This design comes from an exercise in tuning for small area, a short achievable clock period and few clock cycles per item on the open sky130 flow, not from production work.
Where RTL was checked, it was by simulation tests only, not by an equivalence proof against the original.
Power figures rest on the tool's default switching activity, not on a simulated workload.

==> run Y: inputs <==
Design stream_credit_flow_control, start of the top module:
module stream_credit_flow_control
(
  input  logic        clk,
  input  logic        rst,
  input  logic        req_valid,
  output logic        req_ready,
  input  logic [2:0]  req_type,
  input  logic [31:0] req_amount,
  output logic        rsp_valid,
  input  logic        rsp_ready,
  output logic [1:0]  rsp_frame_kind,
  output logic [31:0] rsp_frame_length,
  output logic [2:0]  rsp_status,
  output logic        rsp_last,
  output logic [1:0]  rsp_session_state,
  input  logic        cfg_valid,
  output logic        cfg_ready,
  input  logic [1:0]  cfg_index,
  input  logic [31:0] cfg_data
);
  logic        keep, big, pop;
  logic        q_valid, q_big;
  logic [2:0]  q_type;
  logic        req_w, req_wu, q_w, q_wu;
  logic [31:0] q_amount;
  scfc_front u_front (
    .req_valid  (req_valid),
    .req_type   (req_type),
    .req_amount (req_amount),
    .keep       (keep),
    .req_w      (req_w),
    .req_wu     (req_wu),
    .big        (big)
  );
  scfc_queue u_queue (
    .clk        (clk),
    .rst        (rst),
    .keep       (keep),
    .keep_t     (req_type != 3'd7),
    .big        (big),
    .req_type   (req_type),
    .req_w      (req_w),
    .req_wu     (req_wu),
    .req_amount (req_amount),
    .pop        (pop),
    .req_ready  (req_ready),
    .q_valid    (q_valid),
    .q_type     (q_type),
  ...
export LEC_CHECK = 0
export CAP_MARGIN = 20
export CORE_MARGIN = 2
export CORE_UTILIZATION = 40
export CTS_CLUSTER_DIAMETER = 100
export CTS_CLUSTER_SIZE = 30
export SETUP_SLACK_MARGIN = 4.5
export SLEW_MARGIN = 20
create_clock -name core_clock -period 9.0 [get_ports {clk}]
standard.sh (not shown) runs the stock make flow with config.mk's settings and CLKGATE_MAP_FILE= SYNTH_SCRIPT=/design/flow/synth_recipe.tcl, a recipe that flattens the netlist after the stock synthesis.
==> flow/flow/run.sh <==
#!/bin/bash
# The standard layout, with the port buffers made from the smallest buffer cell.
set -euo pipefail
export BUFFER_PORTS_ARGS="-buffer_cell sky130_fd_sc_hd__buf_1"
bash standard.sh > standard.log 2>&1
==> run H (differences from run Y) <==
--- a/flow/design.v
+++ b/flow/design.v
@@ -74,30 +74,40 @@
 endmodule
 module scfc_queue
 (
   input  logic        clk,
   input  logic        rst,
   input  logic        keep,
-  input  logic        keep_t,
   input  logic        big,
   input  logic [2:0]  req_type,
   input  logic        req_w,
   input  logic        req_wu,
   input  logic [31:0] req_amount,
   input  logic        pop,
+  input  logic        drn_nx,
+  input  logic        ov_nx,
+  input  logic        rsp_ready,
   output logic        req_ready,
   output logic        q_valid,
   output logic [2:0]  q_type,
   output logic        q_w,
   output logic        q_wu,
+  output logic        q_sin,
+  output logic        sel_p,
+  output logic        sel_c,
   output logic        q_big,
   output logic [31:0] q_amount
 );
-  logic load;
-  assign load      = !q_valid || pop;
-  assign req_ready = load || !keep_t;
+  logic load, q_valid_nx, rr_a, rr_b;
+  assign load       = !q_valid || pop;
+  assign q_valid_nx = !rst && (load ? keep : q_valid);
+  always_ff @(posedge clk) begin
+    rr_a <= !q_valid_nx || (!drn_nx && !ov_nx);
+    rr_b <= !drn_nx;
+  end
+  assign req_ready = rr_a || (rr_b && rsp_ready);
   always_ff @(posedge clk) begin
     if (rst) begin
       q_valid <= 1'b0;
     end else if (load) begin
       q_valid <= keep;
     end
@@ -106,14 +116,19 @@
     if (load) begin
       q_type   <= req_type;
       q_w      <= req_w;
       q_wu     <= req_wu;
       q_big    <= big;
       q_amount <= req_amount;
+      q_sin    <= req_type[1] && !req_type[0];
     end
   end
+  always_ff @(posedge clk) begin
+    sel_p <= !drn_nx && (load ? req_w  : q_w);
+    sel_c <= !drn_nx && (load ? req_wu : q_wu);
+  end
 endmodule
 module scfc_back
 (
   input  logic        clk,
   input  logic        rst,
   input  logic        cfg_valid,
@@ -130,12 +145,17 @@
   input  logic        q_valid,
   input  logic [2:0]  q_type,
   input  logic        q_w,
   input  logic        q_wu,
   input  logic        q_big,
   input  logic [31:0] q_amount,
+  input  logic        q_sin,
+  input  logic        sel_p,
+  input  logic        sel_c,
+  output logic        drn_nx,
+  output logic        ov_nx,
   output logic        pop
 );
   logic [15:0] lim;
   logic [30:0] half;
   logic [1:0]  mode, mode_n;
   logic [31:0] credit, credit_n;
@@ -152,19 +172,18 @@
   logic        word;
   logic adv;
   logic pnz, cnz;
   assign cfg_ready = 1'b1;
   assign adv       = !ov || rsp_ready;
   assign pop       = q_valid && !drn && adv;
+  assign drn_nx    = !rst && (adv ? drn_n : drn);
+  assign ov_nx     = !rst && (adv ? word : ov);
   assign pnz       = |pend;
   assign cnz       = |credit;
-  logic        sel_p, sel_c;
   logic [15:0] P;
   logic [31:0] C;
-  assign sel_p = !drn && q_w;
-  assign sel_c = !drn && q_wu;
   assign P = pend   | (sel_p ? q_amount[15:0] : 16'd0);
   assign C = credit | (sel_c ? q_amount : 32'd0);
   logic [15:0] X, d_px, d_cp, d_cl, c_hi_dec;
   logic        ge_px, ge_cp, ge_cl;
   logic        c_hi, p_lt_l, c_lt;
   logic        data;
@@ -199,13 +218,13 @@
     end else begin
       P2 = d_px;
     end
   end
   logic [31:0] s_in, s_sum, s_sat;
   logic        s_co;
-  assign s_in  = q_wu ? credit : (uz ? 32'd0 : unack);
+  assign s_in  = q_sin ? credit : (uz ? 32'd0 : unack);
   scfc_add #(32) u_sum (.a(s_in), .b(q_amount), .ci(1'b0), .s(s_sum), .co(s_co));
   assign s_sat = s_co ? 32'hFFFF_FFFF : s_sum;
   logic [33:0] cx, cy, cz, cs, cc, ct;
   logic        ge;
   assign cx = {2'b00, uz ? 32'd0 : unack};
   assign cy = {2'b00, q_amount};
@@ -401,13 +420,13 @@
   input  logic [1:0]  cfg_index,
   input  logic [31:0] cfg_data
 );
   logic        keep, big, pop;
   logic        q_valid, q_big;
   logic [2:0]  q_type;
-  logic        req_w, req_wu, q_w, q_wu;
+  logic        req_w, req_wu, q_w, q_wu, q_sin, sel_p, sel_c, drn_nx, ov_nx;
   logic [31:0] q_amount;
   scfc_front u_front (
     .req_valid  (req_valid),
     .req_type   (req_type),
     .req_amount (req_amount),
     .keep       (keep),
@@ -416,24 +435,29 @@
     .big        (big)
   );
   scfc_queue u_queue (
     .clk        (clk),
     .rst        (rst),
     .keep       (keep),
-    .keep_t     (req_type != 3'd7),
     .big        (big),
     .req_type   (req_type),
     .req_w      (req_w),
     .req_wu     (req_wu),
     .req_amount (req_amount),
     .pop        (pop),
+    .drn_nx     (drn_nx),
+    .ov_nx      (ov_nx),
+    .rsp_ready  (rsp_ready),
     .req_ready  (req_ready),
     .q_valid    (q_valid),
     .q_type     (q_type),
     .q_w        (q_w),
     .q_wu       (q_wu),
+    .q_sin      (q_sin),
+    .sel_p      (sel_p),
+    .sel_c      (sel_c),
     .q_big      (q_big),
     .q_amount   (q_amount)
   );
   scfc_back u_back (
     .clk               (clk),
     .rst               (rst),
@@ -449,11 +473,16 @@
     .rsp_last          (rsp_last),
     .rsp_session_state (rsp_session_state),
     .q_valid           (q_valid),
     .q_type            (q_type),
     .q_w               (q_w),
     .q_wu              (q_wu),
+    .q_sin             (q_sin),
+    .sel_p             (sel_p),
+    .sel_c             (sel_c),
+    .drn_nx            (drn_nx),
+    .ov_nx             (ov_nx),
     .q_big             (q_big),
     .q_amount          (q_amount),
     .pop               (pop)
   );
 endmodule
- CORE_UTILIZATION: 40 -> 55
- CTS_CLUSTER_DIAMETER: 100 -> 150
- CTS_CLUSTER_SIZE: 30 -> 50
- SETUP_SLACK_MARGIN: 4.5 -> 5.0
==> impl_metrics.py <==
metrics = {
    "outcome": {
        "status": "no timing/DRC/antenna violations",
    },
    "worst_setup_path": {
        "worstReg2RegEnd": "u_back.o_len[3]$_DFFE_PN_",
        "r2r_cells": 7,
        "critical_path_depth": 3,
    },
    "placement": {
        "dpl.cell_count": 2109,
    },
    "pwr": {
        "p_per_area_mw_per_mm2": 149,
    },
    "finish": {
        "final_cell_mix": "nand2_1, inv_1, a21oi_1",
        "fillCellCount": 2450,
    },
    "sta": {
        "clock_skew_ns": 0.0196,
        "min_period_over_period_pct": 43.9,
    },
    "drt": {
        "wl_per_cell_um": 22.7,
    },
    "synth": {
        "syn-cell-area_sq_mm": 0.0152,
    },
}
Source of the figures above: run H

==> impl_metrics.py <==
metrics = {
    "worst_setup_path": {
        "worstReg2RegEnd": "u_back.credit[18]$_SDFFE_PP1P_",
        "critical_path_depth": 6,
        "r2r_cells": 13,
    },
    "sta": {
        "clock_skew_ns": 0.0126,
        "min_period_over_period_pct": 49.1,
    },
    "pwr": {
        "p_per_area_mw_per_mm2": 166,
    },
    "outcome": {
        "status": "no timing/DRC/antenna violations",
    },
    "placement": {
        "dpl.cell_count": 2205,
    },
    "finish": {
        "final_cell_mix": "nand2_1, a21oi_1, inv_1",
    },
    "synth": {
        "syn-cell-area_sq_mm": 0.0150,
    },
}
Source of the figures above: run Y

Testbench counts of run Y, summed over its fixed seeds: cycles 7,775, items 3,200.
Only the layout flow was run in run H; the RTL was not checked for function there.

[re-timing with driven ports]
The results above use ideal ports. As a check the final layouts listed here were re-extracted and re-timed, cells and wires unchanged. Step 1: set_driving_cell puts a clkbuf_16 on clk and a buf_2 on each other input, an assumption about the parent block. Step 2 also shifts input and output timing later by t, the mid clock arrival at the registers, as if the neighbouring blocks saw the same clock. Slacks: no drivers / after step 1 / after step 2; pairs: no drivers / after step 1.
| run | t (ns) | setup WS [ns] | worst slew at a driven data input, ns |
|---|---|---|---|
| run Y | 0.530 | 4.583 / 4.561 / 4.220 | 0.06 |
| run H | 0.512 | 5.049 / 5.029 / 4.690 | 0.04 |
After both steps every run listed still meets setup and hold. For run Y, which loses most, drivers alone change the setup slack by -0.022 ns; drivers and shift together by -0.363 ns.
